Context: an optimization exercise on an open-source flow, tuned for small area and a short achievable clock period. The choices shown serve that exercise and are no tape-out recipe. In this exercise RTL edits were held to simulation tests only and were not proved equivalent to the original.

## design/flow/run.sh

```bash
#!/bin/bash
# synth_recipe.tcl (not shown) runs the flow's synth.tcl, then flattens the netlist and writes it again
# the make line also repeats each setting of config.mk as NAME=value (left out here)
make -C /OpenROAD-flow-scripts/flow DESIGN_CONFIG=/design/flow/config.mk WORK_HOME=/design/flow/orfs CLKGATE_MAP_FILE= SYNTH_SCRIPT=/design/flow/synth_recipe.tcl finish
```

## design/flow/config.mk

```make
export PLATFORM = sky130hd
export DESIGN_NAME = obi_rvalid_delay
export DESIGN_NICKNAME = obi_rvalid_delay
export VERILOG_FILES = /design/flow/design.v
export SDC_FILE = /design/flow/constraint.sdc
export NUM_CORES = 4
export LEC_CHECK = 0
export CAP_MARGIN = 20
export CORE_MARGIN = 2
export CORE_UTILIZATION = 40
export SLEW_MARGIN = 20
```

## design/flow/constraint.sdc

```tcl
create_clock -name core_clock -period 100.0 [get_ports {clk_i}]
set_input_delay 20.0000 -clock core_clock [delete_from_list [all_inputs] [get_ports {clk_i}]]
set_output_delay 20.0000 -clock core_clock [all_outputs]
set_load 0.01 [all_outputs]
```

## design/flow/design.v

```verilog
package perturbation_defines;
  localparam logic [31:0] STANDARD  = 32'd0;
  localparam logic [31:0] RANDOM    = 32'd1;
  localparam logic [31:0] LFSR_POLY = 32'h8020_0003;
  localparam int unsigned ENTRY_DATA_W = 32;
  typedef struct packed {
    logic [ENTRY_DATA_W-1:0] data;
    logic                    err;
    logic [31:0]             delay;
  } rvalid_entry_t;
endpackage
module obi_delay_lfsr #(
  parameter logic [31:0] SEED = 32'h1,
  parameter logic [31:0] POLY = perturbation_defines::LFSR_POLY
) (
  input  logic        clk_i,
  input  logic        rst_ni,
  input  logic        advance_i,
  output logic [31:0] state_o
);
  logic [31:0] state_r;
  always_ff @(posedge clk_i) begin
    if (!rst_ni) begin
      state_r <= SEED;
    end else if (advance_i) begin
      state_r <= {1'b0, state_r[31:1]} ^ (state_r[0] ? POLY : 32'd0);
    end
  end
  assign state_o = state_r;
endmodule
import perturbation_defines::*;
module obi_rem_stages #(
  parameter int K0 = 0,
  parameter int K1 = 31
) (
  input  logic [31:0] mx,
  input  logic [31:0] x,
  input  logic [31:0] rin,
  output logic [31:0] rout
);
  logic [31:0] hz;
  always_comb begin
    hz[31] = 1'b1;
    for (int k = 30; k >= 0; k--) hz[k] = hz[k+1] & ~mx[k+1];
  end
  logic [31:0] rem [K0:K1+1];
  assign rem[K0] = rin;
  for (genvar k = K0; k <= K1; k++) begin : g_st
    logic [k:0]   rp;
    logic [k+1:0] s;
    logic         sel;
    if (k == 0) begin : g_first
      assign rp = x[31];
    end else begin : g_rest
      assign rp = {rem[k][k-1:0], x[31-k]};
    end
    assign s   = {1'b0, rp} + {1'b0, ~mx[k:0]};
    assign sel = hz[k] & s[k+1];
    assign rem[k+1] = 32'(sel ? s[k:0] : rp);
  end
  assign rout = rem[K1+1];
endmodule
module obi_rvalid_delay #(
  parameter int unsigned FIFO_DEPTH = 4,
  parameter int unsigned DATA_WIDTH = 32,
  parameter logic [31:0] LFSR_SEED  = 32'h1
) (
  input  logic                              clk_i,
  input  logic                              rst_ni,
  input  logic                              req_i,
  input  logic                              gnt_i,
  input  logic                              mem_rvalid_i,
  input  logic [DATA_WIDTH-1:0]             mem_rdata_i,
  input  logic                              mem_err_i,
  output logic                              rvalid_core_o,
  output logic [DATA_WIDTH-1:0]             rdata_core_o,
  output logic                              err_core_o,
  input  logic                              en_stall_i,
  input  logic [31:0]                       stall_mode_i,
  input  logic [31:0]                       max_stall_i,
  input  logic [31:0]                       rvalid_stall_i,
  output logic [$clog2(FIFO_DEPTH+1)-1:0]   outstanding_o,
  output logic                              gnt_block_o,
  output logic                              overflow_o,
  output logic                              protocol_err_o
);
  localparam int SPLIT = 17;   
  logic [DATA_WIDTH:0] dat_r [0:3];
  logic [1:0]  wptr_r, rptr_r;
  logic [2:0]  cnt_r;
  logic [31:0] dq_r [0:2];
  logic [1:0]  dqw_r, dqr_r;
  logic [31:0] hcnt_r;
  logic        pend_r, phead_r, pdiv_r;
  logic [31:0] pmx_r;
  logic [SPLIT:0] prem_r;
  logic [2:0]  outst_r;
  logic        ovf_r, perr_r;
  logic [31:0] lfsr_s, xprev_s;
  logic        push_s, rv_s, empty_s, full_s, one_s, pendq_s, newhead_s, take_next_s;
  logic        is_div_s, is_std_s;
  logic [31:0] rem1_s, rem2_s, dly_s, hc_s, nd_s;
  logic        dly_zero_s, hc_zero_s;
  obi_delay_lfsr #(
    .SEED (LFSR_SEED),
    .POLY (LFSR_POLY)
  ) u_lfsr (
    .clk_i     (clk_i),
    .rst_ni    (rst_ni),
    .advance_i (push_s),
    .state_o   (lfsr_s)
  );
  always_comb begin
    xprev_s[0] = lfsr_s[31];
    for (int i = 0; i < 31; i++)
      xprev_s[i+1] = lfsr_s[i] ^ (lfsr_s[31] & LFSR_POLY[i]);
  end
  obi_rem_stages #(.K0(0), .K1(SPLIT)) u_rem1 (
    .mx   (max_stall_i),
    .x    (lfsr_s),
    .rin  (32'd0),
    .rout (rem1_s)
  );
  obi_rem_stages #(.K0(SPLIT+1), .K1(31)) u_rem2 (
    .mx   (pmx_r),
    .x    (xprev_s),
    .rin  (32'(prem_r)),
    .rout (rem2_s)
  );
  assign is_div_s = en_stall_i && (stall_mode_i == RANDOM);
  assign is_std_s = en_stall_i && (stall_mode_i == STANDARD);
  assign dly_s      = pdiv_r ? rem2_s : pmx_r;
  assign dly_zero_s = (dly_s == 32'd0);
  assign hc_s       = phead_r ? dly_s : hcnt_r;
  assign hc_zero_s  = phead_r ? dly_zero_s : (hcnt_r == 32'd0);
  assign empty_s   = (cnt_r == 3'd0);
  assign full_s    = cnt_r[2];
  assign one_s     = (cnt_r == 3'd1);
  assign rv_s      = !empty_s && hc_zero_s;
  assign push_s    = mem_rvalid_i && (!full_s || rv_s);
  assign pendq_s   = pend_r && !phead_r;
  assign newhead_s = push_s && (empty_s || (rv_s && one_s));
  assign take_next_s = rv_s && !one_s;
  assign nd_s = (pendq_s && cnt_r == 3'd2) ? dly_s : dq_r[dqr_r];
  always_ff @(posedge clk_i) begin
    if (!rst_ni) begin
      wptr_r  <= '0;
      rptr_r  <= '0;
      cnt_r   <= '0;
      dqw_r   <= '0;
      dqr_r   <= '0;
      hcnt_r  <= '0;
      pend_r  <= 1'b0;
      phead_r <= 1'b0;
      outst_r <= '0;
      ovf_r   <= 1'b0;
      perr_r  <= 1'b0;
    end else begin
      if (push_s) wptr_r <= wptr_r + 2'd1;
      if (rv_s)   rptr_r <= rptr_r + 2'd1;
      cnt_r <= cnt_r + {2'b0, push_s} - {2'b0, rv_s};
      if (pendq_s) dqw_r <= (dqw_r == 2'd2) ? 2'd0 : dqw_r + 2'd1;
      if (take_next_s) dqr_r <= (dqr_r == 2'd2) ? 2'd0 : dqr_r + 2'd1;
      if (take_next_s)     hcnt_r <= nd_s;
      else if (!hc_zero_s) hcnt_r <= hc_s - 32'd1;
      else                 hcnt_r <= 32'd0;
      pend_r  <= push_s;
      phead_r <= newhead_s;
      case ({req_i && gnt_i, rv_s})
        2'b10: if (outst_r != 3'd4) outst_r <= outst_r + 3'd1;
        2'b01: if (outst_r == 3'd0) perr_r <= 1'b1;
               else outst_r <= outst_r - 3'd1;
        default: ;
      endcase
      if (mem_rvalid_i && full_s && !rv_s) ovf_r <= 1'b1;
    end
  end
  always_ff @(posedge clk_i) begin
    if (push_s) dat_r[wptr_r] <= {mem_rdata_i, mem_err_i};
    if (pendq_s) dq_r[dqw_r] <= dly_s;
    pdiv_r <= is_div_s;
    pmx_r  <= is_div_s ? max_stall_i : (is_std_s ? rvalid_stall_i : 32'd0);
    prem_r <= rem1_s[SPLIT:0];
  end
  assign rvalid_core_o  = rv_s;
  assign rdata_core_o   = rv_s ? dat_r[rptr_r][DATA_WIDTH:1] : '0;
  assign err_core_o     = rv_s ? dat_r[rptr_r][0] : 1'b0;
  assign outstanding_o  = outst_r;
  assign gnt_block_o    = outst_r[2];
  assign overflow_o     = ovf_r;
  assign protocol_err_o = perr_r;
endmodule
```

==> out/qor.csv <==
metric,value,unit
layoutNonFillerInstCount,8057,
die_h,355,um
skew,0.0706,ns
vias,51200,
placedCellCount,7976,
rsz0062_at_grt,no,
rows,128,
async_flop_share,0,%
layout_min_cycle_time,68.86,ns
tritoncts,yes,
post_cts_resized,0,
yosysWarnings,6,
outcome,no timing/DRC/antenna violations,
h-tree-depth,2,
clock-sinks,365,
dpl.hpwl,163000,um
cp.required,80.00,ns
post-route-util,44.8,%
synth_edf_count,228,
syn_inst,6279,
grtUsageTotal,31.5,%
slowest_delay,0.86,ns
synth_area,49200,um2
hold_path.class,flop to flop,
first_pass_iters,8,
cts.clk_slew.worst_paths,0.06,ns
period_share,68.9,%
cap_violations,0,
port_buffers,174,
io_pins,175,
cts_root_buf,clkbuf_16,
hp-start,perr_r,
path_delay_family,compound AO/OA/AOI/OAI gates,
dieArea,126000,um2
holdPathEnd,perr_r,
synth_nets,6981,
start_util,40.4,%
ys_ff_latch,365,
grt_max_degree,63,
cts_setup_buffers,0,
setup-violations-final,0,
setup_tns,0,ns
cp.depth,142,
whs_path_depth,1,
crit_top_cell,o21ai_0,
r2r-start,pmx_r[10],
hold_viol,0,
endpoint_kind,primary output,
reg2reg_to,outst_r[1],
worstMarginPinSlew,1.14,ns
dieWidth,355,um
avgSynthCellArea,7.83,um2
holdBufCountCts,0,
clk_latency,0.65,ns
final-max-slew-violation-count,0,
area_delta_synth_final,11.1,%
layout_common_cells,"nor2_1 (615), a21oi_1 (587), nand2_1 (551)",
slowest_stage,o32ai_1,
vias_per_cell,6.35,
cp-start-kind,flop,
cts_made_buffers,43,
critPathKind,flop to primary output,
routed_wl,207000,um
cts_max_path_buffers,3,
routabilityCongestion,1.05,
synth_ff_type,edfxtp_1,
mostFrequentLayoutCell,nor2_1,
ff2ff_path_depth,146,
fmax,14.5,MHz
remaining_drc_errors,0,
crit_fanout,49,
fin_nets,7099,
post_drt_wl_per_cell,25.7,um
ys_types,90,
path_buf_inv,17,
grt_pass1_vias,47400,
seq_area_frac_synth,19.5,%
drive_above_1_share,6.32,%
grt_pass1_wl,304000,um
drt_iter0_drc,5468,
arrival,48.86,ns
antenna_found_initial,6,
slew_headroom,23.2,%
regToRegSetupSlack,51.04,ns
core,122000,um2
ant_nets,0,
overflow,0,
-- synth_stat cells (21+ instances only) --
master	number	area, um2
o31ai_1	56	420
buf_1	29	109
o21a_1	107	803
mux2i_1	160	1600
nor2_1	624	2340
a31oi_1	95	594
nand2_1	551	2070
or3_1	57	357
a311oi_1	21	184
clkbuf_1	149	559
fa_1	33	661
a211o_1	31	272
a21oi_1	587	2940
inv_1	313	1170
o2111ai_1	22	193
nand3_1	129	646
nand2b_1	44	275
nand4_1	64	400
dfxtp_1	137	2740
nor3_1	176	881
mux4_2	33	743
xor2_1	127	1110
o21bai_1	82	616
a21o_1	169	1270
edfxtp_1	228	6850
a21boi_0	38	285
ha_1	534	6680
nor2b_1	81	507
and2_1	52	325
o22ai_1	34	213
xnor2_1	273	2390
a211oi_1	115	863
buf_2	24	120
a2111oi_0	29	254
or2_2	45	282
o21ai_0	396	1980
nor3b_1	21	158
and3_1	50	313
nor4_1	56	350
o211ai_1	85	638
mux2_2	74	833
-- worst max-delay path by stage --
stage,startpoint,endpoint,slack [ns]
floorplan,pmx_r[1],rdata_core_o[10],42.51
global placement,pmx_r[1],rdata_core_o[19],34.55
detailed placement,pmx_r[1],rdata_core_o[13],33.70
CTS,pmx_r[1],rdata_core_o[13],32.92
global route,pmx_r[1],rdata_core_o[13],29.10
finish,pmx_r[10],rdata_core_o[13],31.14
-- routing by layer --
metal	wire length [um]	track usage [%]	vias up	share of wire, %
met1	90900	43.5	24500	44
li1	-	-	23900	-
met3	18300	5.93	454	8.8
met2	88100	48.2	2341	43
met4	9670	12.5	4	4.7
met5	20	0	-	0.0097
-- stage by stage --
step                setup WS [ns]  hold WS [ns]  area [um2]
global route                29.10         0.510       54600
floorplan                   42.51         0.460       49200
detailed placement          33.70         0.452       53100
finish                      31.14         0.477       54600
global placement            34.55         0.450       53000
CTS                         32.92         0.476       54600
-- area by class of cell --
type / count / area [um2]
clock inverters: 20 / 278
diodes: 3 / 7.51
fillers: 12300 / 67200
flip-flops and latches: 365 / 9600
multi-input cells: 5396 / 37800
inverters: 313 / 1170
repair buffers: 278 / 2570
clock buffers: 57 / 1220
well taps: 1625 / 2030
-- kinds of logic after synthesis --
family	after synthesis	share of synthesized area [%]
mux	267	6.46
fa+ha+maj	567	14.9
simple gates	2020	19.3
flops	365	19.5
xor+xnor	400	7.12
compound gates	2142	28.6
buf+inv	518	4.04
-- registers in the layout (all words and copies together), names as in the netlist, named ones only --
signal          flops
cnt_r               3
dq_r               96
rptr_r              2
ovf_r               1
prem_r             18
pmx_r              32
phead_r             1
wptr_r              2
hcnt_r             32
dat_r             132
perr_r              1
pend_r              1
u_lfsr.state_r     32
outst_r             3
dqr_r               2
pdiv_r              1
dqw_r               2

[what the ideal ports hide]
In the flow no input, the clock included, has a driving cell. The finished layout below was timed again as built, in two steps.
Step 1, drivers: a clkbuf_16 drives clk_i and a buf_2 each remaining input, both assumed.
Step 2 moves the port delays by t, midway between the first and last clock arrival at a register: inputs arrive t later, outputs are due t later. That takes back most of the time a late clock gives input paths.
a / b / c = ideal / step 1 / step 2; a / b = the first two.
t, ns: 0.679
setup slack, ns: 31.143 / 31.074 / 31.754
hold slack, ns: 0.477 / 0.477 / 0.477
slew at the worst register clock pin (ns): 0.08 / 0.08
worst data-port slew with drivers (ns): 0.07
After both steps setup and hold are still met in this run. The setup slack of this run moves by -0.069 ns with the drivers and by +0.611 ns with both steps.
